Background: an optimization exercise with open tools, aiming at small area, a short achievable clock period and few clock cycles. Do not read the settings as production practice. Only simulation tests tie the RTL to the original design; equivalence was not proved. Power and IR drop assume default switching activity.

$ cat flow/config.mk
export PLATFORM = sky130hd
export DESIGN_NAME = cpu_top
export DESIGN_NICKNAME = cpu_top
export VERILOG_FILES = /design/flow/design.v
export SDC_FILE = /design/flow/constraint.sdc
export NUM_CORES = 4
export LEC_CHECK = 0
export CAP_MARGIN = 20
export CORE_MARGIN = 2
export CORE_UTILIZATION = 40
export SLEW_MARGIN = 20
$ cat flow/constraint.sdc
create_clock -name core_clock -period 10.0 [get_ports {clk}]
set_input_delay 2.0000 -clock core_clock [delete_from_list [all_inputs] [get_ports {clk}]]
set_output_delay 2.0000 -clock core_clock [all_outputs]
set_load 0.01 [all_outputs]
$ cat flow/design.v
`default_nettype none
package cpu_isa_pkg;
	typedef logic [15:0] word_t;
	typedef logic [3:0] reg_idx_t;
	typedef enum logic [3:0] {
		HALT  = 4'h0,
		MOV   = 4'h1,
		MOVNZ = 4'h2,
		MOVEZ = 4'h3,
		BUS   = 4'h4,
		MEMR  = 4'h5,
		SET   = 4'h6,
		MEMW  = 4'h7,
		AND   = 4'h8,
		OR    = 4'h9,
		XOR   = 4'hA,
		ADD   = 4'hB,
		SHFT  = 4'hC,
		MUL   = 4'hD,
		GT    = 4'hE,
		EQ    = 4'hF
	} opcode_e;
	typedef struct packed {
		reg_idx_t cond;
		reg_idx_t dst;
		reg_idx_t src;
		opcode_e  op;
	} insn_fields_t;
	typedef struct packed {
		logic       shift_left;
		logic [2:0] shift_amt;
		reg_idx_t   dst;
		reg_idx_t   src;
		opcode_e    op;
	} insn_shift_t;
	typedef union packed {
		insn_fields_t fields;
		insn_shift_t  shift;
	} insn_u;
endpackage
`default_nettype wire
`default_nettype none
package cpu_core_pkg;
	localparam int NUM_REGS = 16;
	localparam int MEM_ADDR_W = 15;
	localparam int PC_W = 16;
	typedef logic [MEM_ADDR_W-1:0] mem_addr_t;
endpackage
`default_nettype wire
`timescale 1ns/10ps
`default_nettype none
module cpu_regfile (
	input  logic                  clk,
	input  logic                  mem_read_ready_stor_reset,
	input  cpu_isa_pkg::reg_idx_t ra_idx,
	output cpu_isa_pkg::word_t    ra_data,
	input  cpu_isa_pkg::reg_idx_t rb_idx,
	output cpu_isa_pkg::word_t    rb_data,
	input  cpu_isa_pkg::reg_idx_t wr_idx,
	input  cpu_isa_pkg::word_t    wr_data,
	input  logic                  wr_en
);
	cpu_isa_pkg::word_t regs [cpu_core_pkg::NUM_REGS];
	cpu_isa_pkg::word_t wd;
	assign wd = mem_read_ready_stor_reset ? '0 : wr_data;
	always_ff @(posedge clk) begin
		for (int i = 0; i < cpu_core_pkg::NUM_REGS; i++) begin
			if (mem_read_ready_stor_reset || (wr_en && wr_idx == 4'(i))) begin
				regs[i] <= wd;
			end
		end
	end
	logic [cpu_core_pkg::NUM_REGS-1:0] ra_sel;
	logic [cpu_core_pkg::NUM_REGS-1:0] rb_sel;
	always_comb begin
		ra_data = '0;
		rb_data = '0;
		for (int i = 0; i < cpu_core_pkg::NUM_REGS; i++) begin
			ra_sel[i] = (ra_idx == 4'(i));
			rb_sel[i] = (rb_idx == 4'(i));
			ra_data = ra_data | (regs[i] & {16{ra_sel[i]}});
			rb_data = rb_data | (regs[i] & {16{rb_sel[i]}});
		end
	end
endmodule
`default_nettype wire
`timescale 1ns/10ps
`default_nettype none
module cpu_alu (
	input  cpu_isa_pkg::word_t op_a,
	input  cpu_isa_pkg::word_t op_b,
	input  cpu_isa_pkg::insn_u insn,
	output cpu_isa_pkg::word_t mul_ls,
	output cpu_isa_pkg::word_t mul_lc,
	output logic [7:0]         mul_hs,
	output logic [7:0]         mul_hc,
	input  cpu_isa_pkg::word_t mul_ls_q,
	input  cpu_isa_pkg::word_t mul_lc_q,
	input  logic [7:0]         mul_hs_q,
	input  logic [7:0]         mul_hc_q,
	output cpu_isa_pkg::word_t result
);
	cpu_isa_pkg::word_t product;
	cpu_mul_p1 cpu_mul_p1_i (
		.a  (op_a),
		.b  (op_b),
		.ls (mul_ls),
		.lc (mul_lc),
		.hs (mul_hs),
		.hc (mul_hc)
	);
	cpu_mul_p2 cpu_mul_p2_i (
		.ls (mul_ls_q),
		.lc (mul_lc_q),
		.hs (mul_hs_q),
		.hc (mul_hc_q),
		.y  (product)
	);
	always_comb begin
		result = '0;
		case (insn.fields.op)
			cpu_isa_pkg::AND: result = op_a & op_b;
			cpu_isa_pkg::OR:  result = op_a | op_b;
			cpu_isa_pkg::XOR: result = op_a ^ op_b;
			cpu_isa_pkg::ADD: result = op_a + op_b;
			cpu_isa_pkg::MUL: result = product;
			cpu_isa_pkg::GT:  result = (op_a > op_b) ? 16'hFFFF : 16'h0000;
			cpu_isa_pkg::EQ:  result = (op_a == op_b) ? 16'hFFFF : 16'h0000;
			cpu_isa_pkg::SHFT: begin
				if (insn.shift.shift_left) begin
					result = op_a << insn.shift.shift_amt;
				end else begin
					result = op_a >> insn.shift.shift_amt;
				end
			end
			default: result = op_a;
		endcase
	end
endmodule
`default_nettype wire
`timescale 1ns/10ps
`default_nettype none
module cpu_mul_p1 (
	input  logic [15:0] a,
	input  logic [15:0] b,
	output logic [15:0] ls,
	output logic [15:0] lc,
	output logic [7:0]  hs,
	output logic [7:0]  hc
);
	logic p1_0;
	assign p1_0 = a[0] & b[0];
	logic p1_1;
	assign p1_1 = a[1] & b[0];
	logic p1_2;
	assign p1_2 = a[2] & b[0];
	logic p1_3;
	assign p1_3 = a[3] & b[0];
	logic p1_4;
	assign p1_4 = a[4] & b[0];
	logic p1_5;
	assign p1_5 = a[5] & b[0];
	logic p1_6;
	assign p1_6 = a[6] & b[0];
	logic p1_7;
	assign p1_7 = a[7] & b[0];
	logic p1_8;
	assign p1_8 = a[8] & b[0];
	logic p1_9;
	assign p1_9 = a[9] & b[0];
	logic p1_10;
	assign p1_10 = a[10] & b[0];
	logic p1_11;
	assign p1_11 = a[11] & b[0];
	logic p1_12;
	assign p1_12 = a[12] & b[0];
	logic p1_13;
	assign p1_13 = a[13] & b[0];
	logic p1_14;
	assign p1_14 = a[14] & b[0];
	logic p1_15;
	assign p1_15 = a[15] & b[0];
	logic p1_16;
	assign p1_16 = a[0] & b[1];
	logic p1_17;
	assign p1_17 = a[1] & b[1];
	logic p1_18;
	assign p1_18 = a[2] & b[1];
	logic p1_19;
	assign p1_19 = a[3] & b[1];
	logic p1_20;
	assign p1_20 = a[4] & b[1];
	logic p1_21;
	assign p1_21 = a[5] & b[1];
	logic p1_22;
	assign p1_22 = a[6] & b[1];
	logic p1_23;
	assign p1_23 = a[7] & b[1];
	logic p1_24;
	assign p1_24 = a[8] & b[1];
	logic p1_25;
	assign p1_25 = a[9] & b[1];
	logic p1_26;
	assign p1_26 = a[10] & b[1];
	logic p1_27;
	assign p1_27 = a[11] & b[1];
	logic p1_28;
	assign p1_28 = a[12] & b[1];
	logic p1_29;
	assign p1_29 = a[13] & b[1];
	logic p1_30;
	assign p1_30 = a[14] & b[1];
	logic p1_31;
	assign p1_31 = a[0] & b[2];
	logic p1_32;
	assign p1_32 = a[1] & b[2];
	logic p1_33;
	assign p1_33 = a[2] & b[2];
	logic p1_34;
	assign p1_34 = a[3] & b[2];
	logic p1_35;
	assign p1_35 = a[4] & b[2];
	logic p1_36;
	assign p1_36 = a[5] & b[2];
	logic p1_37;
	assign p1_37 = a[6] & b[2];
	logic p1_38;
	assign p1_38 = a[7] & b[2];
	logic p1_39;
	assign p1_39 = a[8] & b[2];
	logic p1_40;
	assign p1_40 = a[9] & b[2];
	logic p1_41;
	assign p1_41 = a[10] & b[2];
	logic p1_42;
	assign p1_42 = a[11] & b[2];
	logic p1_43;
	assign p1_43 = a[12] & b[2];
	logic p1_44;
	assign p1_44 = a[13] & b[2];
	logic p1_45;
	assign p1_45 = a[0] & b[3];
	logic p1_46;
	assign p1_46 = a[1] & b[3];
	logic p1_47;
	assign p1_47 = a[2] & b[3];
	logic p1_48;
	assign p1_48 = a[3] & b[3];
	logic p1_49;
	assign p1_49 = a[4] & b[3];
	logic p1_50;
	assign p1_50 = a[5] & b[3];
	logic p1_51;
	assign p1_51 = a[6] & b[3];
	logic p1_52;
	assign p1_52 = a[7] & b[3];
	logic p1_53;
	assign p1_53 = a[8] & b[3];
	logic p1_54;
	assign p1_54 = a[9] & b[3];
	logic p1_55;
	assign p1_55 = a[10] & b[3];
	logic p1_56;
	assign p1_56 = a[11] & b[3];
	logic p1_57;
	assign p1_57 = a[12] & b[3];
	logic p1_58;
	assign p1_58 = a[0] & b[4];
	logic p1_59;
	assign p1_59 = a[1] & b[4];
	logic p1_60;
	assign p1_60 = a[2] & b[4];
	logic p1_61;
	assign p1_61 = a[3] & b[4];
	logic p1_62;
	assign p1_62 = a[4] & b[4];
	logic p1_63;
	assign p1_63 = a[5] & b[4];
	logic p1_64;
	assign p1_64 = a[6] & b[4];
	logic p1_65;
	assign p1_65 = a[7] & b[4];
	logic p1_66;
	assign p1_66 = a[8] & b[4];
	logic p1_67;
	assign p1_67 = a[9] & b[4];
	logic p1_68;
	assign p1_68 = a[10] & b[4];
	logic p1_69;
	assign p1_69 = a[11] & b[4];
	logic p1_70;
	assign p1_70 = a[0] & b[5];
	logic p1_71;
	assign p1_71 = a[1] & b[5];
	logic p1_72;
	assign p1_72 = a[2] & b[5];
	logic p1_73;
	assign p1_73 = a[3] & b[5];
	logic p1_74;
	assign p1_74 = a[4] & b[5];
	logic p1_75;
	assign p1_75 = a[5] & b[5];
	logic p1_76;
	assign p1_76 = a[6] & b[5];
	logic p1_77;
	assign p1_77 = a[7] & b[5];
	logic p1_78;
	assign p1_78 = a[8] & b[5];
	logic p1_79;
	assign p1_79 = a[9] & b[5];
	logic p1_80;
	assign p1_80 = a[10] & b[5];
	logic p1_81;
	assign p1_81 = a[0] & b[6];
	logic p1_82;
	assign p1_82 = a[1] & b[6];
	logic p1_83;
	assign p1_83 = a[2] & b[6];
	logic p1_84;
	assign p1_84 = a[3] & b[6];
	logic p1_85;
	assign p1_85 = a[4] & b[6];
	logic p1_86;
	assign p1_86 = a[5] & b[6];
	logic p1_87;
	assign p1_87 = a[6] & b[6];
	logic p1_88;
	assign p1_88 = a[7] & b[6];
	logic p1_89;
	assign p1_89 = a[8] & b[6];
	logic p1_90;
	assign p1_90 = a[9] & b[6];
	logic p1_91;
	assign p1_91 = a[0] & b[7];
	logic p1_92;
	assign p1_92 = a[1] & b[7];
	logic p1_93;
	assign p1_93 = a[2] & b[7];
	logic p1_94;
	assign p1_94 = a[3] & b[7];
	logic p1_95;
	assign p1_95 = a[4] & b[7];
	logic p1_96;
	assign p1_96 = a[5] & b[7];
	logic p1_97;
	assign p1_97 = a[6] & b[7];
	logic p1_98;
	assign p1_98 = a[7] & b[7];
	logic p1_99;
	assign p1_99 = a[8] & b[7];
	logic p1_100;
	assign p1_100 = p1_6 ^ p1_21;
	logic p1_101;
	assign p1_101 = p1_6 & p1_21;
	logic p1_102;
	assign p1_102 = p1_7 ^ p1_22 ^ p1_36;
	logic p1_103;
	assign p1_103 = (p1_7 & p1_22) | (p1_7 & p1_36) | (p1_22 & p1_36);
	logic p1_104;
	assign p1_104 = p1_49 ^ p1_61;
	logic p1_105;
	assign p1_105 = p1_49 & p1_61;
	logic p1_106;
	assign p1_106 = p1_8 ^ p1_23 ^ p1_37;
	logic p1_107;
	assign p1_107 = (p1_8 & p1_23) | (p1_8 & p1_37) | (p1_23 & p1_37);
	logic p1_108;
	assign p1_108 = p1_50 ^ p1_62 ^ p1_73;
	logic p1_109;
	assign p1_109 = (p1_50 & p1_62) | (p1_50 & p1_73) | (p1_62 & p1_73);
	logic p1_110;
	assign p1_110 = p1_9 ^ p1_24 ^ p1_38;
	logic p1_111;
	assign p1_111 = (p1_9 & p1_24) | (p1_9 & p1_38) | (p1_24 & p1_38);
	logic p1_112;
	assign p1_112 = p1_51 ^ p1_63 ^ p1_74;
	logic p1_113;
	assign p1_113 = (p1_51 & p1_63) | (p1_51 & p1_74) | (p1_63 & p1_74);
	logic p1_114;
	assign p1_114 = p1_10 ^ p1_25 ^ p1_39;
	logic p1_115;
	assign p1_115 = (p1_10 & p1_25) | (p1_10 & p1_39) | (p1_25 & p1_39);
	logic p1_116;
	assign p1_116 = p1_52 ^ p1_64 ^ p1_75;
	logic p1_117;
	assign p1_117 = (p1_52 & p1_64) | (p1_52 & p1_75) | (p1_64 & p1_75);
	logic p1_118;
	assign p1_118 = p1_11 ^ p1_26 ^ p1_40;
	logic p1_119;
	assign p1_119 = (p1_11 & p1_26) | (p1_11 & p1_40) | (p1_26 & p1_40);
	logic p1_120;
	assign p1_120 = p1_53 ^ p1_65 ^ p1_76;
	logic p1_121;
	assign p1_121 = (p1_53 & p1_65) | (p1_53 & p1_76) | (p1_65 & p1_76);
	logic p1_122;
	assign p1_122 = p1_12 ^ p1_27 ^ p1_41;
	logic p1_123;
	assign p1_123 = (p1_12 & p1_27) | (p1_12 & p1_41) | (p1_27 & p1_41);
	logic p1_124;
	assign p1_124 = p1_54 ^ p1_66 ^ p1_77;
	logic p1_125;
	assign p1_125 = (p1_54 & p1_66) | (p1_54 & p1_77) | (p1_66 & p1_77);
	logic p1_126;
	assign p1_126 = p1_13 ^ p1_28 ^ p1_42;
	logic p1_127;
	assign p1_127 = (p1_13 & p1_28) | (p1_13 & p1_42) | (p1_28 & p1_42);
	logic p1_128;
	assign p1_128 = p1_55 ^ p1_67 ^ p1_78;
	logic p1_129;
	assign p1_129 = (p1_55 & p1_67) | (p1_55 & p1_78) | (p1_67 & p1_78);
	logic p1_130;
	assign p1_130 = p1_14 ^ p1_29 ^ p1_43;
	logic p1_131;
	assign p1_131 = (p1_14 & p1_29) | (p1_14 & p1_43) | (p1_29 & p1_43);
	logic p1_132;
	assign p1_132 = p1_56 ^ p1_68 ^ p1_79;
	logic p1_133;
	assign p1_133 = (p1_56 & p1_68) | (p1_56 & p1_79) | (p1_68 & p1_79);
	logic p1_134;
	assign p1_134 = p1_15 ^ p1_30 ^ p1_44;
	logic p1_135;
	assign p1_135 = p1_57 ^ p1_69 ^ p1_80;
	logic p1_136;
	assign p1_136 = p1_4 ^ p1_19;
	logic p1_137;
	assign p1_137 = p1_4 & p1_19;
	logic p1_138;
	assign p1_138 = p1_5 ^ p1_20 ^ p1_34;
	logic p1_139;
	assign p1_139 = (p1_5 & p1_20) | (p1_5 & p1_34) | (p1_20 & p1_34);
	logic p1_140;
	assign p1_140 = p1_47 ^ p1_59;
	logic p1_141;
	assign p1_141 = p1_47 & p1_59;
	logic p1_142;
	assign p1_142 = p1_100 ^ p1_35 ^ p1_48;
	logic p1_143;
	assign p1_143 = (p1_100 & p1_35) | (p1_100 & p1_48) | (p1_35 & p1_48);
	logic p1_144;
	assign p1_144 = p1_60 ^ p1_71 ^ p1_81;
	logic p1_145;
	assign p1_145 = (p1_60 & p1_71) | (p1_60 & p1_81) | (p1_71 & p1_81);
	logic p1_146;
	assign p1_146 = p1_101 ^ p1_102 ^ p1_104;
	logic p1_147;
	assign p1_147 = (p1_101 & p1_102) | (p1_101 & p1_104) | (p1_102 & p1_104);
	logic p1_148;
	assign p1_148 = p1_72 ^ p1_82 ^ p1_91;
	logic p1_149;
	assign p1_149 = (p1_72 & p1_82) | (p1_72 & p1_91) | (p1_82 & p1_91);
	logic p1_150;
	assign p1_150 = p1_103 ^ p1_105 ^ p1_106;
	logic p1_151;
	assign p1_151 = (p1_103 & p1_105) | (p1_103 & p1_106) | (p1_105 & p1_106);
	logic p1_152;
	assign p1_152 = p1_108 ^ p1_83 ^ p1_92;
	logic p1_153;
	assign p1_153 = (p1_108 & p1_83) | (p1_108 & p1_92) | (p1_83 & p1_92);
	logic p1_154;
	assign p1_154 = p1_107 ^ p1_109 ^ p1_110;
	logic p1_155;
	assign p1_155 = (p1_107 & p1_109) | (p1_107 & p1_110) | (p1_109 & p1_110);
	logic p1_156;
	assign p1_156 = p1_112 ^ p1_84 ^ p1_93;
	logic p1_157;
	assign p1_157 = (p1_112 & p1_84) | (p1_112 & p1_93) | (p1_84 & p1_93);
	logic p1_158;
	assign p1_158 = p1_111 ^ p1_113 ^ p1_114;
	logic p1_159;
	assign p1_159 = (p1_111 & p1_113) | (p1_111 & p1_114) | (p1_113 & p1_114);
	logic p1_160;
	assign p1_160 = p1_116 ^ p1_85 ^ p1_94;
	logic p1_161;
	assign p1_161 = (p1_116 & p1_85) | (p1_116 & p1_94) | (p1_85 & p1_94);
	logic p1_162;
	assign p1_162 = p1_115 ^ p1_117 ^ p1_118;
	logic p1_163;
	assign p1_163 = (p1_115 & p1_117) | (p1_115 & p1_118) | (p1_117 & p1_118);
	logic p1_164;
	assign p1_164 = p1_120 ^ p1_86 ^ p1_95;
	logic p1_165;
	assign p1_165 = (p1_120 & p1_86) | (p1_120 & p1_95) | (p1_86 & p1_95);
	logic p1_166;
	assign p1_166 = p1_119 ^ p1_121 ^ p1_122;
	logic p1_167;
	assign p1_167 = (p1_119 & p1_121) | (p1_119 & p1_122) | (p1_121 & p1_122);
	logic p1_168;
	assign p1_168 = p1_124 ^ p1_87 ^ p1_96;
	logic p1_169;
	assign p1_169 = (p1_124 & p1_87) | (p1_124 & p1_96) | (p1_87 & p1_96);
	logic p1_170;
	assign p1_170 = p1_123 ^ p1_125 ^ p1_126;
	logic p1_171;
	assign p1_171 = (p1_123 & p1_125) | (p1_123 & p1_126) | (p1_125 & p1_126);
	logic p1_172;
	assign p1_172 = p1_128 ^ p1_88 ^ p1_97;
	logic p1_173;
	assign p1_173 = (p1_128 & p1_88) | (p1_128 & p1_97) | (p1_88 & p1_97);
	logic p1_174;
	assign p1_174 = p1_127 ^ p1_129 ^ p1_130;
	logic p1_175;
	assign p1_175 = (p1_127 & p1_129) | (p1_127 & p1_130) | (p1_129 & p1_130);
	logic p1_176;
	assign p1_176 = p1_132 ^ p1_89 ^ p1_98;
	logic p1_177;
	assign p1_177 = (p1_132 & p1_89) | (p1_132 & p1_98) | (p1_89 & p1_98);
	logic p1_178;
	assign p1_178 = p1_131 ^ p1_133 ^ p1_134;
	logic p1_179;
	assign p1_179 = p1_135 ^ p1_90 ^ p1_99;
	logic p1_180;
	assign p1_180 = p1_3 ^ p1_18;
	logic p1_181;
	assign p1_181 = p1_3 & p1_18;
	logic p1_182;
	assign p1_182 = p1_136 ^ p1_33 ^ p1_46;
	logic p1_183;
	assign p1_183 = (p1_136 & p1_33) | (p1_136 & p1_46) | (p1_33 & p1_46);
	logic p1_184;
	assign p1_184 = p1_137 ^ p1_138 ^ p1_140;
	logic p1_185;
	assign p1_185 = (p1_137 & p1_138) | (p1_137 & p1_140) | (p1_138 & p1_140);
	logic p1_186;
	assign p1_186 = p1_139 ^ p1_141 ^ p1_142;
	logic p1_187;
	assign p1_187 = (p1_139 & p1_141) | (p1_139 & p1_142) | (p1_141 & p1_142);
	logic p1_188;
	assign p1_188 = p1_143 ^ p1_145 ^ p1_146;
	logic p1_189;
	assign p1_189 = (p1_143 & p1_145) | (p1_143 & p1_146) | (p1_145 & p1_146);
	logic p1_190;
	assign p1_190 = p1_147 ^ p1_149 ^ p1_150;
	logic p1_191;
	assign p1_191 = (p1_147 & p1_149) | (p1_147 & p1_150) | (p1_149 & p1_150);
	logic p1_192;
	assign p1_192 = p1_151 ^ p1_153 ^ p1_154;
	logic p1_193;
	assign p1_193 = (p1_151 & p1_153) | (p1_151 & p1_154) | (p1_153 & p1_154);
	logic p1_194;
	assign p1_194 = p1_155 ^ p1_157 ^ p1_158;
	logic p1_195;
	assign p1_195 = (p1_155 & p1_157) | (p1_155 & p1_158) | (p1_157 & p1_158);
	logic p1_196;
	assign p1_196 = p1_159 ^ p1_161 ^ p1_162;
	logic p1_197;
	assign p1_197 = (p1_159 & p1_161) | (p1_159 & p1_162) | (p1_161 & p1_162);
	logic p1_198;
	assign p1_198 = p1_163 ^ p1_165 ^ p1_166;
	logic p1_199;
	assign p1_199 = (p1_163 & p1_165) | (p1_163 & p1_166) | (p1_165 & p1_166);
	logic p1_200;
	assign p1_200 = p1_167 ^ p1_169 ^ p1_170;
	logic p1_201;
	assign p1_201 = (p1_167 & p1_169) | (p1_167 & p1_170) | (p1_169 & p1_170);
	logic p1_202;
	assign p1_202 = p1_171 ^ p1_173 ^ p1_174;
	logic p1_203;
	assign p1_203 = (p1_171 & p1_173) | (p1_171 & p1_174) | (p1_173 & p1_174);
	logic p1_204;
	assign p1_204 = p1_175 ^ p1_177 ^ p1_178;
	logic p1_205;
	assign p1_205 = p1_2 ^ p1_17;
	logic p1_206;
	assign p1_206 = p1_2 & p1_17;
	logic p1_207;
	assign p1_207 = p1_180 ^ p1_32 ^ p1_45;
	logic p1_208;
	assign p1_208 = (p1_180 & p1_32) | (p1_180 & p1_45) | (p1_32 & p1_45);
	logic p1_209;
	assign p1_209 = p1_181 ^ p1_182 ^ p1_58;
	logic p1_210;
	assign p1_210 = (p1_181 & p1_182) | (p1_181 & p1_58) | (p1_182 & p1_58);
	logic p1_211;
	assign p1_211 = p1_183 ^ p1_184 ^ p1_70;
	logic p1_212;
	assign p1_212 = (p1_183 & p1_184) | (p1_183 & p1_70) | (p1_184 & p1_70);
	logic p1_213;
	assign p1_213 = p1_185 ^ p1_186 ^ p1_144;
	logic p1_214;
	assign p1_214 = (p1_185 & p1_186) | (p1_185 & p1_144) | (p1_186 & p1_144);
	logic p1_215;
	assign p1_215 = p1_187 ^ p1_188 ^ p1_148;
	logic p1_216;
	assign p1_216 = (p1_187 & p1_188) | (p1_187 & p1_148) | (p1_188 & p1_148);
	logic p1_217;
	assign p1_217 = p1_189 ^ p1_190 ^ p1_152;
	logic p1_218;
	assign p1_218 = (p1_189 & p1_190) | (p1_189 & p1_152) | (p1_190 & p1_152);
	logic p1_219;
	assign p1_219 = p1_191 ^ p1_192 ^ p1_156;
	logic p1_220;
	assign p1_220 = (p1_191 & p1_192) | (p1_191 & p1_156) | (p1_192 & p1_156);
	logic p1_221;
	assign p1_221 = p1_193 ^ p1_194 ^ p1_160;
	logic p1_222;
	assign p1_222 = (p1_193 & p1_194) | (p1_193 & p1_160) | (p1_194 & p1_160);
	logic p1_223;
	assign p1_223 = p1_195 ^ p1_196 ^ p1_164;
	logic p1_224;
	assign p1_224 = (p1_195 & p1_196) | (p1_195 & p1_164) | (p1_196 & p1_164);
	logic p1_225;
	assign p1_225 = p1_197 ^ p1_198 ^ p1_168;
	logic p1_226;
	assign p1_226 = (p1_197 & p1_198) | (p1_197 & p1_168) | (p1_198 & p1_168);
	logic p1_227;
	assign p1_227 = p1_199 ^ p1_200 ^ p1_172;
	logic p1_228;
	assign p1_228 = (p1_199 & p1_200) | (p1_199 & p1_172) | (p1_200 & p1_172);
	logic p1_229;
	assign p1_229 = p1_201 ^ p1_202 ^ p1_176;
	logic p1_230;
	assign p1_230 = (p1_201 & p1_202) | (p1_201 & p1_176) | (p1_202 & p1_176);
	logic p1_231;
	assign p1_231 = p1_203 ^ p1_204 ^ p1_179;
	logic p1_232;
	assign p1_232 = a[0] & b[8];
	logic p1_233;
	assign p1_233 = a[1] & b[8];
	logic p1_234;
	assign p1_234 = a[2] & b[8];
	logic p1_235;
	assign p1_235 = a[3] & b[8];
	logic p1_236;
	assign p1_236 = a[4] & b[8];
	logic p1_237;
	assign p1_237 = a[5] & b[8];
	logic p1_238;
	assign p1_238 = a[6] & b[8];
	logic p1_239;
	assign p1_239 = a[7] & b[8];
	logic p1_240;
	assign p1_240 = a[0] & b[9];
	logic p1_241;
	assign p1_241 = a[1] & b[9];
	logic p1_242;
	assign p1_242 = a[2] & b[9];
	logic p1_243;
	assign p1_243 = a[3] & b[9];
	logic p1_244;
	assign p1_244 = a[4] & b[9];
	logic p1_245;
	assign p1_245 = a[5] & b[9];
	logic p1_246;
	assign p1_246 = a[6] & b[9];
	logic p1_247;
	assign p1_247 = a[0] & b[10];
	logic p1_248;
	assign p1_248 = a[1] & b[10];
	logic p1_249;
	assign p1_249 = a[2] & b[10];
	logic p1_250;
	assign p1_250 = a[3] & b[10];
	logic p1_251;
	assign p1_251 = a[4] & b[10];
	logic p1_252;
	assign p1_252 = a[5] & b[10];
	logic p1_253;
	assign p1_253 = a[0] & b[11];
	logic p1_254;
	assign p1_254 = a[1] & b[11];
	logic p1_255;
	assign p1_255 = a[2] & b[11];
	logic p1_256;
	assign p1_256 = a[3] & b[11];
	logic p1_257;
	assign p1_257 = a[4] & b[11];
	logic p1_258;
	assign p1_258 = a[0] & b[12];
	logic p1_259;
	assign p1_259 = a[1] & b[12];
	logic p1_260;
	assign p1_260 = a[2] & b[12];
	logic p1_261;
	assign p1_261 = a[3] & b[12];
	logic p1_262;
	assign p1_262 = a[0] & b[13];
	logic p1_263;
	assign p1_263 = a[1] & b[13];
	logic p1_264;
	assign p1_264 = a[2] & b[13];
	logic p1_265;
	assign p1_265 = a[0] & b[14];
	logic p1_266;
	assign p1_266 = a[1] & b[14];
	logic p1_267;
	assign p1_267 = a[0] & b[15];
	logic p1_268;
	assign p1_268 = p1_238 ^ p1_245;
	logic p1_269;
	assign p1_269 = p1_238 & p1_245;
	logic p1_270;
	assign p1_270 = p1_239 ^ p1_246 ^ p1_252;
	logic p1_271;
	assign p1_271 = p1_257 ^ p1_261;
	logic p1_272;
	assign p1_272 = p1_236 ^ p1_243;
	logic p1_273;
	assign p1_273 = p1_236 & p1_243;
	logic p1_274;
	assign p1_274 = p1_237 ^ p1_244 ^ p1_250;
	logic p1_275;
	assign p1_275 = (p1_237 & p1_244) | (p1_237 & p1_250) | (p1_244 & p1_250);
	logic p1_276;
	assign p1_276 = p1_255 ^ p1_259;
	logic p1_277;
	assign p1_277 = p1_255 & p1_259;
	logic p1_278;
	assign p1_278 = p1_268 ^ p1_251 ^ p1_256;
	logic p1_279;
	assign p1_279 = (p1_268 & p1_251) | (p1_268 & p1_256) | (p1_251 & p1_256);
	logic p1_280;
	assign p1_280 = p1_260 ^ p1_263 ^ p1_265;
	logic p1_281;
	assign p1_281 = (p1_260 & p1_263) | (p1_260 & p1_265) | (p1_263 & p1_265);
	logic p1_282;
	assign p1_282 = p1_269 ^ p1_270 ^ p1_271;
	logic p1_283;
	assign p1_283 = p1_264 ^ p1_266 ^ p1_267;
	logic p1_284;
	assign p1_284 = p1_235 ^ p1_242;
	logic p1_285;
	assign p1_285 = p1_235 & p1_242;
	logic p1_286;
	assign p1_286 = p1_272 ^ p1_249 ^ p1_254;
	logic p1_287;
	assign p1_287 = (p1_272 & p1_249) | (p1_272 & p1_254) | (p1_249 & p1_254);
	logic p1_288;
	assign p1_288 = p1_273 ^ p1_274 ^ p1_276;
	logic p1_289;
	assign p1_289 = (p1_273 & p1_274) | (p1_273 & p1_276) | (p1_274 & p1_276);
	logic p1_290;
	assign p1_290 = p1_275 ^ p1_277 ^ p1_278;
	logic p1_291;
	assign p1_291 = (p1_275 & p1_277) | (p1_275 & p1_278) | (p1_277 & p1_278);
	logic p1_292;
	assign p1_292 = p1_279 ^ p1_281 ^ p1_282;
	logic p1_293;
	assign p1_293 = p1_234 ^ p1_241;
	logic p1_294;
	assign p1_294 = p1_234 & p1_241;
	logic p1_295;
	assign p1_295 = p1_284 ^ p1_248 ^ p1_253;
	logic p1_296;
	assign p1_296 = (p1_284 & p1_248) | (p1_284 & p1_253) | (p1_248 & p1_253);
	logic p1_297;
	assign p1_297 = p1_285 ^ p1_286 ^ p1_258;
	logic p1_298;
	assign p1_298 = (p1_285 & p1_286) | (p1_285 & p1_258) | (p1_286 & p1_258);
	logic p1_299;
	assign p1_299 = p1_287 ^ p1_288 ^ p1_262;
	logic p1_300;
	assign p1_300 = (p1_287 & p1_288) | (p1_287 & p1_262) | (p1_288 & p1_262);
	logic p1_301;
	assign p1_301 = p1_289 ^ p1_290 ^ p1_280;
	logic p1_302;
	assign p1_302 = (p1_289 & p1_290) | (p1_289 & p1_280) | (p1_290 & p1_280);
	logic p1_303;
	assign p1_303 = p1_291 ^ p1_292 ^ p1_283;
	assign ls = {p1_230, p1_228, p1_226, p1_224, p1_222, p1_220, p1_218, p1_216, p1_214, p1_212, p1_210, p1_208, p1_206, p1_205, p1_1, p1_0};
	assign lc = {p1_231, p1_229, p1_227, p1_225, p1_223, p1_221, p1_219, p1_217, p1_215, p1_213, p1_211, p1_209, p1_207, p1_31, p1_16, 1'b0};
	assign hs = {p1_302, p1_300, p1_298, p1_296, p1_294, p1_293, p1_233, p1_232};
	assign hc = {p1_303, p1_301, p1_299, p1_297, p1_295, p1_247, p1_240, 1'b0};
endmodule
module cpu_mul_p2 (
	input  logic [15:0] ls,
	input  logic [15:0] lc,
	input  logic [7:0]  hs,
	input  logic [7:0]  hc,
	output logic [15:0] y
);
	logic p2_0;
	assign p2_0 = ls[8] ^ lc[8];
	logic p2_1;
	assign p2_1 = ls[8] & lc[8];
	logic p2_2;
	assign p2_2 = ls[9] ^ lc[9] ^ hs[1];
	logic p2_3;
	assign p2_3 = (ls[9] & lc[9]) | (ls[9] & hs[1]) | (lc[9] & hs[1]);
	logic p2_4;
	assign p2_4 = ls[10] ^ lc[10] ^ hs[2];
	logic p2_5;
	assign p2_5 = (ls[10] & lc[10]) | (ls[10] & hs[2]) | (lc[10] & hs[2]);
	logic p2_6;
	assign p2_6 = ls[11] ^ lc[11] ^ hs[3];
	logic p2_7;
	assign p2_7 = (ls[11] & lc[11]) | (ls[11] & hs[3]) | (lc[11] & hs[3]);
	logic p2_8;
	assign p2_8 = ls[12] ^ lc[12] ^ hs[4];
	logic p2_9;
	assign p2_9 = (ls[12] & lc[12]) | (ls[12] & hs[4]) | (lc[12] & hs[4]);
	logic p2_10;
	assign p2_10 = ls[13] ^ lc[13] ^ hs[5];
	logic p2_11;
	assign p2_11 = (ls[13] & lc[13]) | (ls[13] & hs[5]) | (lc[13] & hs[5]);
	logic p2_12;
	assign p2_12 = ls[14] ^ lc[14] ^ hs[6];
	logic p2_13;
	assign p2_13 = (ls[14] & lc[14]) | (ls[14] & hs[6]) | (lc[14] & hs[6]);
	logic p2_14;
	assign p2_14 = ls[15] ^ lc[15] ^ hs[7];
	logic p2_15;
	assign p2_15 = p2_0 ^ hs[0];
	logic p2_16;
	assign p2_16 = p2_0 & hs[0];
	logic p2_17;
	assign p2_17 = p2_1 ^ p2_2 ^ hc[1];
	logic p2_18;
	assign p2_18 = (p2_1 & p2_2) | (p2_1 & hc[1]) | (p2_2 & hc[1]);
	logic p2_19;
	assign p2_19 = p2_3 ^ p2_4 ^ hc[2];
	logic p2_20;
	assign p2_20 = (p2_3 & p2_4) | (p2_3 & hc[2]) | (p2_4 & hc[2]);
	logic p2_21;
	assign p2_21 = p2_5 ^ p2_6 ^ hc[3];
	logic p2_22;
	assign p2_22 = (p2_5 & p2_6) | (p2_5 & hc[3]) | (p2_6 & hc[3]);
	logic p2_23;
	assign p2_23 = p2_7 ^ p2_8 ^ hc[4];
	logic p2_24;
	assign p2_24 = (p2_7 & p2_8) | (p2_7 & hc[4]) | (p2_8 & hc[4]);
	logic p2_25;
	assign p2_25 = p2_9 ^ p2_10 ^ hc[5];
	logic p2_26;
	assign p2_26 = (p2_9 & p2_10) | (p2_9 & hc[5]) | (p2_10 & hc[5]);
	logic p2_27;
	assign p2_27 = p2_11 ^ p2_12 ^ hc[6];
	logic p2_28;
	assign p2_28 = (p2_11 & p2_12) | (p2_11 & hc[6]) | (p2_12 & hc[6]);
	logic p2_29;
	assign p2_29 = p2_13 ^ p2_14 ^ hc[7];
	logic p2_30;
	assign p2_30 = ls[0] & lc[0];
	logic p2_31;
	assign p2_31 = ls[0] ^ lc[0];
	logic p2_32;
	assign p2_32 = ls[1] & lc[1];
	logic p2_33;
	assign p2_33 = ls[1] ^ lc[1];
	logic p2_34;
	assign p2_34 = ls[2] & lc[2];
	logic p2_35;
	assign p2_35 = ls[2] ^ lc[2];
	logic p2_36;
	assign p2_36 = ls[3] & lc[3];
	logic p2_37;
	assign p2_37 = ls[3] ^ lc[3];
	logic p2_38;
	assign p2_38 = ls[4] & lc[4];
	logic p2_39;
	assign p2_39 = ls[4] ^ lc[4];
	logic p2_40;
	assign p2_40 = ls[5] & lc[5];
	logic p2_41;
	assign p2_41 = ls[5] ^ lc[5];
	logic p2_42;
	assign p2_42 = ls[6] & lc[6];
	logic p2_43;
	assign p2_43 = ls[6] ^ lc[6];
	logic p2_44;
	assign p2_44 = ls[7] & lc[7];
	logic p2_45;
	assign p2_45 = ls[7] ^ lc[7];
	logic p2_46;
	assign p2_46 = p2_15 & hc[0];
	logic p2_47;
	assign p2_47 = p2_15 ^ hc[0];
	logic p2_48;
	assign p2_48 = p2_16 & p2_17;
	logic p2_49;
	assign p2_49 = p2_16 ^ p2_17;
	logic p2_50;
	assign p2_50 = p2_18 & p2_19;
	logic p2_51;
	assign p2_51 = p2_18 ^ p2_19;
	logic p2_52;
	assign p2_52 = p2_20 & p2_21;
	logic p2_53;
	assign p2_53 = p2_20 ^ p2_21;
	logic p2_54;
	assign p2_54 = p2_22 & p2_23;
	logic p2_55;
	assign p2_55 = p2_22 ^ p2_23;
	logic p2_56;
	assign p2_56 = p2_24 & p2_25;
	logic p2_57;
	assign p2_57 = p2_24 ^ p2_25;
	logic p2_58;
	assign p2_58 = p2_26 & p2_27;
	logic p2_59;
	assign p2_59 = p2_26 ^ p2_27;
	logic p2_60;
	assign p2_60 = p2_28 & p2_29;
	logic p2_61;
	assign p2_61 = p2_28 ^ p2_29;
	logic p2_62;
	assign p2_62 = p2_32 | (p2_33 & p2_30);
	logic p2_63;
	assign p2_63 = p2_33 & p2_31;
	logic p2_64;
	assign p2_64 = p2_36 | (p2_37 & p2_34);
	logic p2_65;
	assign p2_65 = p2_37 & p2_35;
	logic p2_66;
	assign p2_66 = p2_40 | (p2_41 & p2_38);
	logic p2_67;
	assign p2_67 = p2_41 & p2_39;
	logic p2_68;
	assign p2_68 = p2_44 | (p2_45 & p2_42);
	logic p2_69;
	assign p2_69 = p2_45 & p2_43;
	logic p2_70;
	assign p2_70 = p2_48 | (p2_49 & p2_46);
	logic p2_71;
	assign p2_71 = p2_49 & p2_47;
	logic p2_72;
	assign p2_72 = p2_52 | (p2_53 & p2_50);
	logic p2_73;
	assign p2_73 = p2_53 & p2_51;
	logic p2_74;
	assign p2_74 = p2_56 | (p2_57 & p2_54);
	logic p2_75;
	assign p2_75 = p2_57 & p2_55;
	logic p2_76;
	assign p2_76 = p2_60 | (p2_61 & p2_58);
	logic p2_77;
	assign p2_77 = p2_61 & p2_59;
	logic p2_78;
	assign p2_78 = p2_34 | (p2_35 & p2_62);
	logic p2_79;
	assign p2_79 = p2_35 & p2_63;
	logic p2_80;
	assign p2_80 = p2_64 | (p2_65 & p2_62);
	logic p2_81;
	assign p2_81 = p2_65 & p2_63;
	logic p2_82;
	assign p2_82 = p2_42 | (p2_43 & p2_66);
	logic p2_83;
	assign p2_83 = p2_43 & p2_67;
	logic p2_84;
	assign p2_84 = p2_68 | (p2_69 & p2_66);
	logic p2_85;
	assign p2_85 = p2_69 & p2_67;
	logic p2_86;
	assign p2_86 = p2_50 | (p2_51 & p2_70);
	logic p2_87;
	assign p2_87 = p2_51 & p2_71;
	logic p2_88;
	assign p2_88 = p2_72 | (p2_73 & p2_70);
	logic p2_89;
	assign p2_89 = p2_73 & p2_71;
	logic p2_90;
	assign p2_90 = p2_58 | (p2_59 & p2_74);
	logic p2_91;
	assign p2_91 = p2_59 & p2_75;
	logic p2_92;
	assign p2_92 = p2_76 | (p2_77 & p2_74);
	logic p2_93;
	assign p2_93 = p2_77 & p2_75;
	logic p2_94;
	assign p2_94 = p2_38 | (p2_39 & p2_80);
	logic p2_95;
	assign p2_95 = p2_39 & p2_81;
	logic p2_96;
	assign p2_96 = p2_66 | (p2_67 & p2_80);
	logic p2_97;
	assign p2_97 = p2_67 & p2_81;
	logic p2_98;
	assign p2_98 = p2_82 | (p2_83 & p2_80);
	logic p2_99;
	assign p2_99 = p2_83 & p2_81;
	logic p2_100;
	assign p2_100 = p2_84 | (p2_85 & p2_80);
	logic p2_101;
	assign p2_101 = p2_85 & p2_81;
	logic p2_102;
	assign p2_102 = p2_54 | (p2_55 & p2_88);
	logic p2_103;
	assign p2_103 = p2_55 & p2_89;
	logic p2_104;
	assign p2_104 = p2_74 | (p2_75 & p2_88);
	logic p2_105;
	assign p2_105 = p2_75 & p2_89;
	logic p2_106;
	assign p2_106 = p2_90 | (p2_91 & p2_88);
	logic p2_107;
	assign p2_107 = p2_91 & p2_89;
	logic p2_108;
	assign p2_108 = p2_92 | (p2_93 & p2_88);
	logic p2_109;
	assign p2_109 = p2_93 & p2_89;
	logic p2_110;
	assign p2_110 = p2_46 | (p2_47 & p2_100);
	logic p2_111;
	assign p2_111 = p2_47 & p2_101;
	logic p2_112;
	assign p2_112 = p2_70 | (p2_71 & p2_100);
	logic p2_113;
	assign p2_113 = p2_71 & p2_101;
	logic p2_114;
	assign p2_114 = p2_86 | (p2_87 & p2_100);
	logic p2_115;
	assign p2_115 = p2_87 & p2_101;
	logic p2_116;
	assign p2_116 = p2_88 | (p2_89 & p2_100);
	logic p2_117;
	assign p2_117 = p2_89 & p2_101;
	logic p2_118;
	assign p2_118 = p2_102 | (p2_103 & p2_100);
	logic p2_119;
	assign p2_119 = p2_103 & p2_101;
	logic p2_120;
	assign p2_120 = p2_104 | (p2_105 & p2_100);
	logic p2_121;
	assign p2_121 = p2_105 & p2_101;
	logic p2_122;
	assign p2_122 = p2_106 | (p2_107 & p2_100);
	logic p2_123;
	assign p2_123 = p2_107 & p2_101;
	logic p2_124;
	assign p2_124 = p2_108 | (p2_109 & p2_100);
	logic p2_125;
	assign p2_125 = p2_109 & p2_101;
	logic p2_126;
	assign p2_126 = p2_33 ^ p2_30;
	logic p2_127;
	assign p2_127 = p2_35 ^ p2_62;
	logic p2_128;
	assign p2_128 = p2_37 ^ p2_78;
	logic p2_129;
	assign p2_129 = p2_39 ^ p2_80;
	logic p2_130;
	assign p2_130 = p2_41 ^ p2_94;
	logic p2_131;
	assign p2_131 = p2_43 ^ p2_96;
	logic p2_132;
	assign p2_132 = p2_45 ^ p2_98;
	logic p2_133;
	assign p2_133 = p2_47 ^ p2_100;
	logic p2_134;
	assign p2_134 = p2_49 ^ p2_110;
	logic p2_135;
	assign p2_135 = p2_51 ^ p2_112;
	logic p2_136;
	assign p2_136 = p2_53 ^ p2_114;
	logic p2_137;
	assign p2_137 = p2_55 ^ p2_116;
	logic p2_138;
	assign p2_138 = p2_57 ^ p2_118;
	logic p2_139;
	assign p2_139 = p2_59 ^ p2_120;
	logic p2_140;
	assign p2_140 = p2_61 ^ p2_122;
	assign y = {p2_140, p2_139, p2_138, p2_137, p2_136, p2_135, p2_134, p2_133, p2_132, p2_131, p2_130, p2_129, p2_128, p2_127, p2_126, p2_31};
endmodule
`default_nettype wire
`timescale 1ns/10ps
`default_nettype none
module cpu_control (
	input  logic                    clk,
	input  logic                    mem_read_ready_stor_reset,
	output cpu_isa_pkg::word_t      prog_addr,
	input  cpu_isa_pkg::word_t      prog_data,
	output cpu_isa_pkg::reg_idx_t   ra_idx,
	input  cpu_isa_pkg::word_t      ra_data,
	output cpu_isa_pkg::reg_idx_t   rb_idx,
	input  cpu_isa_pkg::word_t      rb_data,
	output cpu_isa_pkg::reg_idx_t   wr_idx,
	output cpu_isa_pkg::word_t      wr_data,
	output logic                    wr_en,
	output cpu_isa_pkg::insn_u      alu_insn,
	output cpu_isa_pkg::word_t      alu_a,
	output cpu_isa_pkg::word_t      alu_b,
	input  cpu_isa_pkg::word_t      alu_result,
	input  cpu_isa_pkg::word_t      mul_ls,
	input  cpu_isa_pkg::word_t      mul_lc,
	input  logic [7:0]              mul_hs,
	input  logic [7:0]              mul_hc,
	output cpu_isa_pkg::word_t      mul_ls_q,
	output cpu_isa_pkg::word_t      mul_lc_q,
	output logic [7:0]              mul_hs_q,
	output logic [7:0]              mul_hc_q,
	output logic                    mem_req,
	output logic                    mem_we,
	output cpu_core_pkg::mem_addr_t mem_addr,
	output cpu_isa_pkg::word_t      mem_wdata,
	input  cpu_isa_pkg::word_t      mem_rdata,
	input  logic                    mem_ready,
	output logic                    halted
);
	cpu_isa_pkg::word_t pc_q;
	cpu_isa_pkg::insn_u ir_d;
	cpu_isa_pkg::insn_u ir_x;
	cpu_isa_pkg::word_t opa_q;
	cpu_isa_pkg::word_t opb_q;
	logic req_q;
	logic we_q;
	logic halt_pend_q;
	logic halted_q;
	logic mul_ph_q;
	cpu_isa_pkg::word_t ls_q;
	cpu_isa_pkg::word_t lc_q;
	logic [7:0] hs_q;
	logic [7:0] hc_q;
	logic mul_wait;
	cpu_isa_pkg::opcode_e d_op;
	cpu_isa_pkg::opcode_e x_op;
	logic d_set;
	logic d_mem;
	logic f_halt;
	logic stall;
	logic cond_hit;
	logic x_wr;
	cpu_isa_pkg::word_t fwd_a;
	cpu_isa_pkg::word_t fwd_b;
	assign d_op = ir_d.fields.op;
	assign x_op = ir_x.fields.op;
	assign d_set = (d_op == cpu_isa_pkg::SET);
	assign d_mem = (d_op == cpu_isa_pkg::MEMR) || (d_op == cpu_isa_pkg::MEMW);
	assign f_halt = !d_set &&
		((prog_data[3:0] == cpu_isa_pkg::HALT) || (prog_data[3:0] == cpu_isa_pkg::BUS));
	assign mul_wait = (x_op == cpu_isa_pkg::MUL) && !mul_ph_q;
	assign stall = (req_q && !mem_ready) || mul_wait;
	assign cond_hit = (x_op == cpu_isa_pkg::MOVNZ) ? (opb_q != '0) : (opb_q == '0);
	always_comb begin
		case (x_op)
			cpu_isa_pkg::HALT, cpu_isa_pkg::BUS, cpu_isa_pkg::MEMW: x_wr = 1'b0;
			cpu_isa_pkg::MOVNZ, cpu_isa_pkg::MOVEZ: x_wr = cond_hit;
			default: x_wr = 1'b1;
		endcase
	end
	assign wr_en = x_wr && !mul_wait;
	assign wr_idx = ir_x.fields.dst;
	assign wr_data = (x_op == cpu_isa_pkg::MEMR) ? mem_rdata : alu_result;
	assign ra_idx = ir_d.fields.src;
	assign rb_idx = ir_d.fields.cond;
	assign fwd_a = (x_wr && ir_x.fields.dst == ir_d.fields.src) ? wr_data : ra_data;
	assign fwd_b = (x_wr && ir_x.fields.dst == ir_d.fields.cond) ? wr_data : rb_data;
	always_ff @(posedge clk) begin
		if (mem_read_ready_stor_reset) begin
			pc_q <= '0;
			ir_d.fields.op <= cpu_isa_pkg::HALT;
			ir_x.fields.op <= cpu_isa_pkg::HALT;
			req_q <= 1'b0;
			we_q <= 1'b0;
			halt_pend_q <= 1'b0;
			halted_q <= 1'b0;
			mul_ph_q <= 1'b0;
		end else begin
			mul_ph_q <= (x_op == cpu_isa_pkg::MUL) && !mul_ph_q;
			if (!stall) begin
				ir_x <= ir_d;
				req_q <= d_mem;
				we_q <= (d_op == cpu_isa_pkg::MEMW);
				ir_d[15:4] <= prog_data[15:4];
				if (d_set || f_halt || halt_pend_q || halted_q) begin
					ir_d.fields.op <= cpu_isa_pkg::HALT;
				end else begin
					ir_d.fields.op <= cpu_isa_pkg::opcode_e'(prog_data[3:0]);
				end
				if (!f_halt && !halt_pend_q && !halted_q) begin
					pc_q <= pc_q + 16'd1;
				end
				if (f_halt) begin
					halt_pend_q <= 1'b1;
				end
				if (halt_pend_q) begin
					halted_q <= 1'b1;
				end
			end
		end
	end
	always_ff @(posedge clk) begin
		if (!stall) begin
			opa_q <= d_set ? prog_data : fwd_a;
			opb_q <= fwd_b;
		end
	end
	always_ff @(posedge clk) begin
		ls_q <= mul_ls;
		lc_q <= mul_lc;
		hs_q <= mul_hs;
		hc_q <= mul_hc;
	end
	assign mul_ls_q = ls_q;
	assign mul_lc_q = lc_q;
	assign mul_hs_q = hs_q;
	assign mul_hc_q = hc_q;
	assign alu_insn = ir_x;
	assign alu_a = opa_q;
	assign alu_b = opb_q;
	assign prog_addr = pc_q;
	assign mem_req = req_q;
	assign mem_we = we_q;
	assign mem_addr = opa_q[cpu_core_pkg::MEM_ADDR_W-1:0];
	assign mem_wdata = opb_q;
	assign halted = halted_q;
endmodule
`default_nettype wire
`timescale 1ns/10ps
`default_nettype none
module cpu_top (
	input  logic                    clk,
	input  logic                    mem_read_ready_stor_reset,
	output cpu_isa_pkg::word_t      prog_addr,
	input  cpu_isa_pkg::word_t      prog_data,
	output logic                    mem_req,
	output logic                    mem_we,
	output cpu_core_pkg::mem_addr_t mem_addr,
	output cpu_isa_pkg::word_t      mem_wdata,
	input  cpu_isa_pkg::word_t      mem_rdata,
	input  logic                    mem_ready,
	output logic                    halted
);
	cpu_isa_pkg::reg_idx_t ra_idx;
	cpu_isa_pkg::word_t ra_data;
	cpu_isa_pkg::reg_idx_t rb_idx;
	cpu_isa_pkg::word_t rb_data;
	cpu_isa_pkg::reg_idx_t wr_idx;
	cpu_isa_pkg::word_t wr_data;
	logic wr_en;
	cpu_isa_pkg::insn_u alu_insn;
	cpu_isa_pkg::word_t alu_result;
	cpu_isa_pkg::word_t mul_ls;
	cpu_isa_pkg::word_t mul_lc;
	cpu_isa_pkg::word_t mul_ls_q;
	cpu_isa_pkg::word_t mul_lc_q;
	logic [7:0] mul_hs;
	logic [7:0] mul_hc;
	logic [7:0] mul_hs_q;
	logic [7:0] mul_hc_q;
	cpu_isa_pkg::word_t alu_a;
	cpu_isa_pkg::word_t alu_b;
	cpu_control cpu_control_i (
		.clk                       (clk),
		.mem_read_ready_stor_reset (mem_read_ready_stor_reset),
		.prog_addr                 (prog_addr),
		.prog_data                 (prog_data),
		.ra_idx                    (ra_idx),
		.ra_data                   (ra_data),
		.rb_idx                    (rb_idx),
		.rb_data                   (rb_data),
		.wr_idx                    (wr_idx),
		.wr_data                   (wr_data),
		.wr_en                     (wr_en),
		.alu_insn                  (alu_insn),
		.alu_a                     (alu_a),
		.alu_b                     (alu_b),
		.alu_result                (alu_result),
		.mul_ls                    (mul_ls),
		.mul_lc                    (mul_lc),
		.mul_hs                    (mul_hs),
		.mul_hc                    (mul_hc),
		.mul_ls_q                  (mul_ls_q),
		.mul_lc_q                  (mul_lc_q),
		.mul_hs_q                  (mul_hs_q),
		.mul_hc_q                  (mul_hc_q),
		.mem_req                   (mem_req),
		.mem_we                    (mem_we),
		.mem_addr                  (mem_addr),
		.mem_wdata                 (mem_wdata),
		.mem_rdata                 (mem_rdata),
		.mem_ready                 (mem_ready),
		.halted                    (halted)
	);
	cpu_regfile cpu_regfile_i (
		.clk                       (clk),
		.mem_read_ready_stor_reset (mem_read_ready_stor_reset),
		.ra_idx                    (ra_idx),
		.ra_data                   (ra_data),
		.rb_idx                    (rb_idx),
		.rb_data                   (rb_data),
		.wr_idx                    (wr_idx),
		.wr_data                   (wr_data),
		.wr_en                     (wr_en)
	);
	cpu_alu cpu_alu_i (
		.op_a    (alu_a),
		.op_b    (alu_b),
		.insn    (alu_insn),
		.mul_ls   (mul_ls),
		.mul_lc   (mul_lc),
		.mul_hs   (mul_hs),
		.mul_hc   (mul_hc),
		.mul_ls_q (mul_ls_q),
		.mul_lc_q (mul_lc_q),
		.mul_hs_q (mul_hs_q),
		.mul_hc_q (mul_hc_q),
		.result  (alu_result)
	);
endmodule
`default_nettype wire
$ cat flow/flow/run.sh
#!/bin/bash
# Standard ORFS layout, with repair_timing aiming for extra setup slack and
# plain buffers (instead of delay cells) on the ports
set -euo pipefail
bash standard.sh SETUP_SLACK_MARGIN=6.5 "BUFFER_PORTS_ARGS=-buffer_cell sky130_fd_sc_hd__buf_2" finish > standard_flow.log 2>&1
$ cat flow/standard.sh
#!/bin/bash
# synth_recipe.tcl (not shown) runs the flow's synth.tcl, then flattens the netlist and writes it again
# the make line also repeats each setting of config.mk as NAME=value (left out here)
make -C /OpenROAD-flow-scripts/flow DESIGN_CONFIG=/design/flow/config.mk WORK_HOME=/design/flow/orfs CLKGATE_MAP_FILE= SYNTH_SCRIPT=/design/flow/synth_recipe.tcl "${@:-finish}"
==> results of run 1 <==
==> what timing repair did <==
| action | CTS | global route |
|---|---|---|
| buffers inserted | 48 | 23 |
| resized for setup | 110 | 51 |
| endpoints found under the setup margin | 445 | 388 |
| pin swaps | 28 | 45 |
| gates cloned | 3 | 3 |
==> sequential cells by signal (all words and copies together) (netlist names) <==
name	cells
cpu_regfile_i.regs	256
cpu_control_i.ir_d	16
cpu_control_i.ls_q	16
cpu_control_i.opa_q	16
cpu_control_i.opb_q	16
cpu_control_i.pc_q	16
cpu_control_i.lc_q	15
cpu_control_i.ir_x	12
cpu_control_i.hs_q	8
cpu_control_i.hc_q	7
cpu_control_i.halt_pend_q	1
cpu_control_i.halted_q	1
cpu_control_i.mul_ph_q	1
cpu_control_i.req_q	1
cpu_control_i.we_q	1
==> report_power, final <==
part / internal (mW) / switching (mW) / total (mW) / leakage, nW
Sequential: 1.99 / 0.161 / 2.15 / 3.80
Clock: 0.904 / 0.657 / 1.56 / 0.665
Combinational: 0.822 / 1.38 / 2.20 / 5.64
Total: 3.72 / 2.20 / 5.92 / 10.1
==> path summary, 6_finish.rpt <==
kind / startpoint / end / slack (ns) / cells after the start
worst min-delay path: cpu_control_i.ir_d[11]$_DFFE_PP_ / cpu_control_i.ir_x[11]$_DFFE_PP_ / 0.43 / 0
worst max register to register: cpu_control_i.hs_q[1]$_DFF_P_ / cpu_regfile_i.regs[9][12]$_DFFE_PP_ / 6.38 / 13
worst max-delay path: cpu_control_i.hs_q[1]$_DFF_P_ / cpu_regfile_i.regs[9][12]$_DFFE_PP_ / 6.38 / 13
worst min register to register: cpu_control_i.ir_d[11]$_DFFE_PP_ / cpu_control_i.ir_x[11]$_DFFE_PP_ / 0.43 / 0
==> cell families after synthesis <==
logic type               count (synthesis)  synth area share
AO/OA/AOI/OAI                          524             0.176
AND/OR/NAND/NOR                        519             0.115
flip-flops                             383             0.484
buffers and inverters                  290            0.0534
adder cells (fa/ha/maj)                158             0.117
XOR/XNOR                                63            0.0249
multiplexers                            49            0.0293
==> per-layer routing <==
metal  up-vias  GRT usage  share of wire
met2      1427      0.483           0.45
met3       366     0.0758           0.12
met4         0      0.161          0.061
met1      9264      0.391           0.37
li1       7727          -              -
met5         -          0              0
==> synth_stat cells (7+ instances only) <==
library cell | instances | share of area
sky130_fd_sc_hd__a221o_1 | 7 | 0.0032
sky130_fd_sc_hd__mux2_2 | 13 | 0.0066
sky130_fd_sc_hd__a22o_1 | 81 | 0.032
sky130_fd_sc_hd__a21o_1 | 11 | 0.0037
sky130_fd_sc_hd__nor3_1 | 26 | 0.0059
sky130_fd_sc_hd__or3_1 | 7 | 0.0020
sky130_fd_sc_hd__nor2b_1 | 8 | 0.0023
sky130_fd_sc_hd__a31oi_1 | 10 | 0.0028
sky130_fd_sc_hd__ha_1 | 76 | 0.043
sky130_fd_sc_hd__buf_2 | 11 | 0.0025
sky130_fd_sc_hd__a221oi_1 | 82 | 0.032
sky130_fd_sc_hd__inv_1 | 142 | 0.024
sky130_fd_sc_hd__nor3b_1 | 15 | 0.0051
sky130_fd_sc_hd__mux4_2 | 11 | 0.011
sky130_fd_sc_hd__xor2_1 | 22 | 0.0087
sky130_fd_sc_hd__nor4_1 | 10 | 0.0028
sky130_fd_sc_hd__o211ai_1 | 10 | 0.0034
sky130_fd_sc_hd__buf_4 | 16 | 0.0054
sky130_fd_sc_hd__a22oi_1 | 105 | 0.036
sky130_fd_sc_hd__and2_1 | 7 | 0.0020
sky130_fd_sc_hd__o22ai_1 | 16 | 0.0045
sky130_fd_sc_hd__edfxtp_1 | 308 | 0.42
sky130_fd_sc_hd__nand2_1 | 111 | 0.019
sky130_fd_sc_hd__a21oi_1 | 69 | 0.016
sky130_fd_sc_hd__and3_1 | 17 | 0.0048
sky130_fd_sc_hd__nand3_1 | 35 | 0.0079
sky130_fd_sc_hd__xnor2_1 | 41 | 0.016
sky130_fd_sc_hd__nor2_1 | 190 | 0.032
sky130_fd_sc_hd__nand2b_1 | 11 | 0.0031
sky130_fd_sc_hd__mux2i_1 | 24 | 0.011
sky130_fd_sc_hd__nand4_1 | 37 | 0.010
sky130_fd_sc_hd__fa_1 | 82 | 0.074
sky130_fd_sc_hd__o21ai_0 | 51 | 0.011
sky130_fd_sc_hd__nor4bb_1 | 10 | 0.0045
sky130_fd_sc_hd__dfxtp_1 | 75 | 0.068
sky130_fd_sc_hd__o21bai_1 | 15 | 0.0051
sky130_fd_sc_hd__clkbuf_1 | 108 | 0.018
sky130_fd_sc_hd__a211oi_1 | 10 | 0.0034
==> worst max-delay path: cells and delay by family, from the launching register on <==
family,cells,cell delay (ns)
AOI/OAI and AO/OA,3,0.68
xor gates and xnor gates,1,0.23
adders and majority gates,3,1.34
DFF,1,0.32
buffers and inverters,3,0.28
and+or+nand+nor,3,0.52
==> per-stage QoR <==
stage	worst slack, ns	hold WS (ns)	utilization
2_1_floorplan	6.51	0.400	-
3_3_place_gp	5.17	0.407	0.431
3_5_place_dp	5.15	0.415	0.431
4_1_cts	6.36	0.429	0.473
5_1_grt	6.28	0.433	0.482
6_report	6.38	0.433	0.482
==> cell type report <==
| class | instances | area share |
|---|---|---|
| clock inverter | 24 | 0.0105 |
| tap | 748 | 0.0353 |
| clock buffer | 49 | 0.0406 |
| antenna | 1 | 0.0000944 |
| timing repair buffer | 221 | 0.0628 |
| multi-input combinational | 1317 | 0.423 |
| inverter | 148 | 0.0224 |
| sequential | 383 | 0.406 |
==> run summary, run 1 <==
The final net count is 2305. The number of failing hold endpoints at the final stage is 0. The number of antenna violations at the first check in global routing came out at 3.

The tree is rooted in a sky130_fd_sc_hd__clkbuf_16. The number of buffers inserted during clock tree synthesis came out at a little over 40. The number of warnings printed during yosys synthesis is 4.

The die outline height is ~240 microns. Summed over all layers, the global routing overflow is 0. The total standard cell area after synthesis is 0.0222 sq mm. Summed over all cells, the static leakage comes to 10.1 nW.

The wire length of the first global-routing pass is between 100 and 150 mm. The number of standard cells in the final layout excluding fillers came out at between 2000 and 3000. The width of the die came out at around 240 microns. Once layout is done, the placed cells without fillers occupy approximately 0.027 sq mm. The clock passes through at most 3 buffers.

In the layout the commonest cells are 308 x sky130_fd_sc_hd__edfxtp_1, 173 x sky130_fd_sc_hd__nor2_1, 133 x sky130_fd_sc_hd__inv_1. The area growth from synthesis to layout is 19.5%. The number of global-route vias before repair was around 18000.

The power per unit of standard cell area is around 220 mW/mm^2. The core region is between 0.05 and 0.06 sq mm. The worst hold path belongs to the class flip-flop to flip-flop. The detail route stage leaves a number of antenna-violating nets equal to 0.

The critical path in this run is classified as flip-flop to flip-flop. The number of vias per cell came out at roughly 6.5. Across the VDD grid, the largest voltage drop is roughly 0.15 mV. After clock tree synthesis, the clock-pin slew on the worst setup and hold paths is 0.06 ns. The number of DRC markers after the initial detailed-route iteration is 2575. The register area share after synthesis came out at 0.484. The total I/O pin count came out at 85. The number of nets in the synthesized netlist is between 2000 and 2500. After technology mapping, the gate count stands at about 2000. After detailed routing, the number of remaining DRC violations is 0. Wires add up to around 90 mm. The largest fanout of any net on the critical path is 16. The depth of the CTS H-tree is 2. The fraction of the cycle the final worst path needs came out at 0.362.

The number of endpoints failing setup at the final stage came out at 0. The later pin in the worst-skew pair is clocked with a latency of between 0.5 and 0.6 ns. The hold buffer count at cts is 0.

The fraction of synthesis flops using an asynchronous set or reset pin came out at 0. The placed standard-cell area came out at between 0.02 and 0.025 sq mm. Measured against its own limit, the worst slew margin works out to 0.129.

TritonCTS built the clock tree. Of the cells placed in the final design, the portion with a size suffix greater than 1 is 0.214. The total of flip-flops plus latches after synthesis is between 300 and 400. At the end of routability-driven placement, the weighted congestion stood at approximately 0.99. The setup TNS is 0 ns. The wire length per cell is slightly above 30 microns. The count of fill cells added during filler insertion came out at between 4000 and 5000. Walking the worst path, the cells encountered are fa_1, inv_2, fa_1, inv_2, ha_4, and2_4, o2111ai_4, o211ai_1, xnor2_2, o211ai_1, nor2_4, nor2_4, buf_12. The mean area per synthesized cell is between 10 and 15 sq um. The cell type of the slowest stage on the worst timing path is sky130_fd_sc_hd__fa_1.

Max-cap violations in this run came to 0. The detailed-placement wirelength estimate is 56.7 mm. The required time reported for the critical path endpoint came out at 10.33 ns.

The flow ran to the end and the layout has no timing, DRC or antenna violations. The number of iterations in the first detailed-routing pass is 6. Entering global routing, the biggest net connects 66 pins. The die covers between 0.05 and 0.06 sq mm. The total number of vias came out at 18784. The smallest clock period supported by the final layout is computed as roughly 3.6 ns. The transition time of the tightest slew-check pin came out at 1.31 ns. In this run, distinct cell masters in the synthesized netlist total roughly 80. The worst path arrival time is 3.95 ns. STA classifies the critical path startpoint as a flip-flop. The maximum clock skew at final layout is roughly 0.029 ns.

The area taken by flip-flops and latches came out at 0.0108 sq mm. STA classifies the critical path endpoint as a flip-flop. The final number of max-transition violations came out at 0. The multi-input combinational cells in the finished layout cover a total of 0.0112 sq mm. The number of clock sinks is roughly 380. The global-route usage over all layers came out at 0.307. The overall power consumption is ~5.9 mW.

The number of enable flip-flop cells after synthesis is just over 300. The floorplan has 86 rows. Static timing analysis puts the maximum clock frequency at between 0.2 and 0.3 GHz. Setup repair after global routing could not meet its margin everywhere. The most used flip-flop cell after synthesis is sky130_fd_sc_hd__edfxtp_1.

For this run, the slowest stage of the critical path takes roughly 0.54 ns. In this run, placement finished with an instance count of ~2700. The starting utilization of the core area came out at 0.404. The library cell used most frequently in the layout, excluding fill and tap cells, is sky130_fd_sc_hd__edfxtp_1.

During placement, the flow inserted port buffers numbering 84.
Testbench counts, summed over its fixed seeds: cycles 12,249.
==> run 2, diff against run 1 <==
--- a/flow/config.mk
+++ b/flow/config.mk
@@ -9,3 +9,4 @@
 export CORE_MARGIN = 2
-export CORE_UTILIZATION = 40
+export CORE_UTILIZATION = 55
+export CTS_BUF_LIST = sky130_fd_sc_hd__clkbuf_8
 export SLEW_MARGIN = 20
==> run 2 against run 1 <==
  * Fmax down 1.1%
  * Critical path depth did not move
  * Register-to-register slack worse by 0.04 ns
  * Core utilization rose by 19 points
  * First-iteration DRC count grew 1.4%
  * Sequential power about the same
  * Power is 0.45% higher
  * Cell area is 0.64% higher
  * Clock skew is 0.036 ns higher
  * Sequential cell count did not move
==> run summary, run 2 <==
The wire length per cell is roughly 32 microns. The clock power share came out at 0.242. The area taken by flip-flops and latches is about 0.011 sq mm.

The final number of max-transition violations is 0. The wire length after detailed routing came out at just under 90 mm. Across every metal layer, demand over resource in global routing totals 0.418. After floorplanning, the core was sized to cover 0.0398 sq mm.

Measured on the finished design, the core utilization comes to 0.670. The number of enable flip-flop cells after synthesis came out at 308. The count of cells along the worst hold path came out at 0. The depth of the CTS H-tree is 2. The clock root buffer is sky130_fd_sc_hd__clkbuf_8.

The total internal power is 3.68 mW. The first global-routing pass estimated approximately 120 mm of wire. The total standard cell area after synthesis is 0.0222 sq mm. The proportion of netlist area held by the largest area contributor is 0.417. The required time reported for the critical path endpoint is 10.42 ns. Of the total power, registers draw 0.362. The width of the die is between 200 and 250 microns. The endpoint identified for the worst register-to-register timing path is cpu_regfile_i.regs[7][14]$_DFFE_PP_. The worst register-to-register path begins at cpu_control_i.opb_q[12]$_DFFE_PN_. The run finished with no timing, DRC or antenna violations. The count of distinct cell types in the synthesized netlist is just over 80.

The buffer levels on the longest clock path came out at 3. The clock latency reported for the late side of the worst-skew pair is about 0.7 ns. The maximum vdd drop is 0.166 mV.

The worst-case setup margin in the final layout is between 6 and 7 ns. In this run the remaining antenna-violating nets after routing total 0. Global routing finished with a remaining overflow of 0.

The total number of vias is 19099. The maximum clock skew at final layout is roughly 0.065 ns. The placed standard-cell area is about 0.023 sq mm. Ranked by total cell area, the synthesized netlist is headed by sky130_fd_sc_hd__edfxtp_1 42%, sky130_fd_sc_hd__fa_1 7.4%, sky130_fd_sc_hd__dfxtp_1 6.8%. The fraction of the cycle the final worst path needs came out at 0.366.
## run 2: routing by layer
layer / share of wire / vias to the layer above / track usage
met1: 0.33 / 9203 / 0.499
met2: 0.45 / 1543 / 0.661
met5: 0 / - / 0
li1: - / 7863 / -
met3: 0.13 / 490 / 0.114
met4: 0.087 / 0 / 0.283
## run 2: how the worst min path moves through the flow
stage,start,endpoint,slack (ns)
floorplan,cpu_control_i.ir_d[10]$_DFFE_PP_,cpu_control_i.ir_x[10]$_DFFE_PP_,0.40
global placement,cpu_control_i.ir_d[9]$_DFFE_PP_,cpu_control_i.ir_x[9]$_DFFE_PP_,0.41
detailed placement,cpu_control_i.ir_d[10]$_DFFE_PP_,cpu_control_i.ir_x[10]$_DFFE_PP_,0.41
CTS,cpu_control_i.ir_d[9]$_DFFE_PP_,cpu_control_i.ir_x[9]$_DFFE_PP_,0.42
global route,cpu_control_i.ir_d[9]$_DFFE_PP_,cpu_control_i.ir_x[9]$_DFFE_PP_,0.45
finish,cpu_control_i.ir_d[9]$_DFFE_PP_,cpu_control_i.ir_x[9]$_DFFE_PP_,0.42
## run 2: area by class of cell
type                       instances  area share
tap                              525      0.0246
multi-input combinational       1316       0.421
sequential                       383       0.403
timing repair buffer             260      0.0801
clock inverter                    45      0.0134
clock buffer                      69      0.0356
inverter                         148      0.0218
## run 2: logic make-up (layout without fill, tap and decap cells)
group,Yosys count,in the layout,share of synthesized area
mux,49,49,0.0293
flops,383,383,0.484
simple gates,519,522,0.115
fa+ha+maj,158,158,0.117
xor+xnor,63,63,0.0249
compound gates,524,524,0.176
buf+inv,290,522,0.0534
## run 2: power by group through the flow
stage | Combinational, mW | Sequential [mW] | Clock, mW
after floorplan | 1.12 | 2.13 | 0
after global routing | 2.51 | 2.17 | 1.52
after CTS | 2.17 | 2.14 | 1.45
final | 2.36 | 2.15 | 1.44
after detailed placement | 1.74 | 2.25 | 0
after global placement | 1.73 | 2.25 | 0
## run 2: repair_timing
action / 4_1_cts / 5_1_grt
hold buffers: 0 / 0
pin swaps: 25 / 39
gates resized for setup: 122 / 60
endpoints found under the setup margin: 455 / 385
cloned: 4 / 1
setup buffers: 83 / 36
## run 2: critical path, stage by stage (launching register included)
cell and delay (ns):
sky130_fd_sc_hd__edfxtp_1 0.56, sky130_fd_sc_hd__inv_1 0.21, sky130_fd_sc_hd__ha_2 0.53, sky130_fd_sc_hd__nor3b_1 0.09, sky130_fd_sc_hd__nor3_1 0.33, sky130_fd_sc_hd__a21boi_0 0.22, sky130_fd_sc_hd__nor4_4 0.23, sky130_fd_sc_hd__buf_4 0.20
sky130_fd_sc_hd__buf_4 0.13, sky130_fd_sc_hd__o221ai_1 0.19, sky130_fd_sc_hd__a211oi_4 0.25, sky130_fd_sc_hd__buf_6 0.18, sky130_fd_sc_hd__nor2_4 0.05, sky130_fd_sc_hd__buf_12 0.19
## run 2: through the flow
| stage | power, mW | cells |
|---|---|---|
| finish | 5.94 | 2746 |
| global placement | 3.98 | 2508 |
| detailed placement | 3.99 | 2508 |
| global route | 6.20 | 2746 |
| CTS | 5.76 | 2709 |
| floorplan | 3.25 | 1986 |

Re-timed with assumed drivers on the ports (clkbuf_16 on the clock, buf_2 on other inputs), run 2 has 6.341 ns of setup slack against 6.341 ns with ideal ports, and 5.758 ns once port delays also move by the mid clock arrival of 0.725 ns.
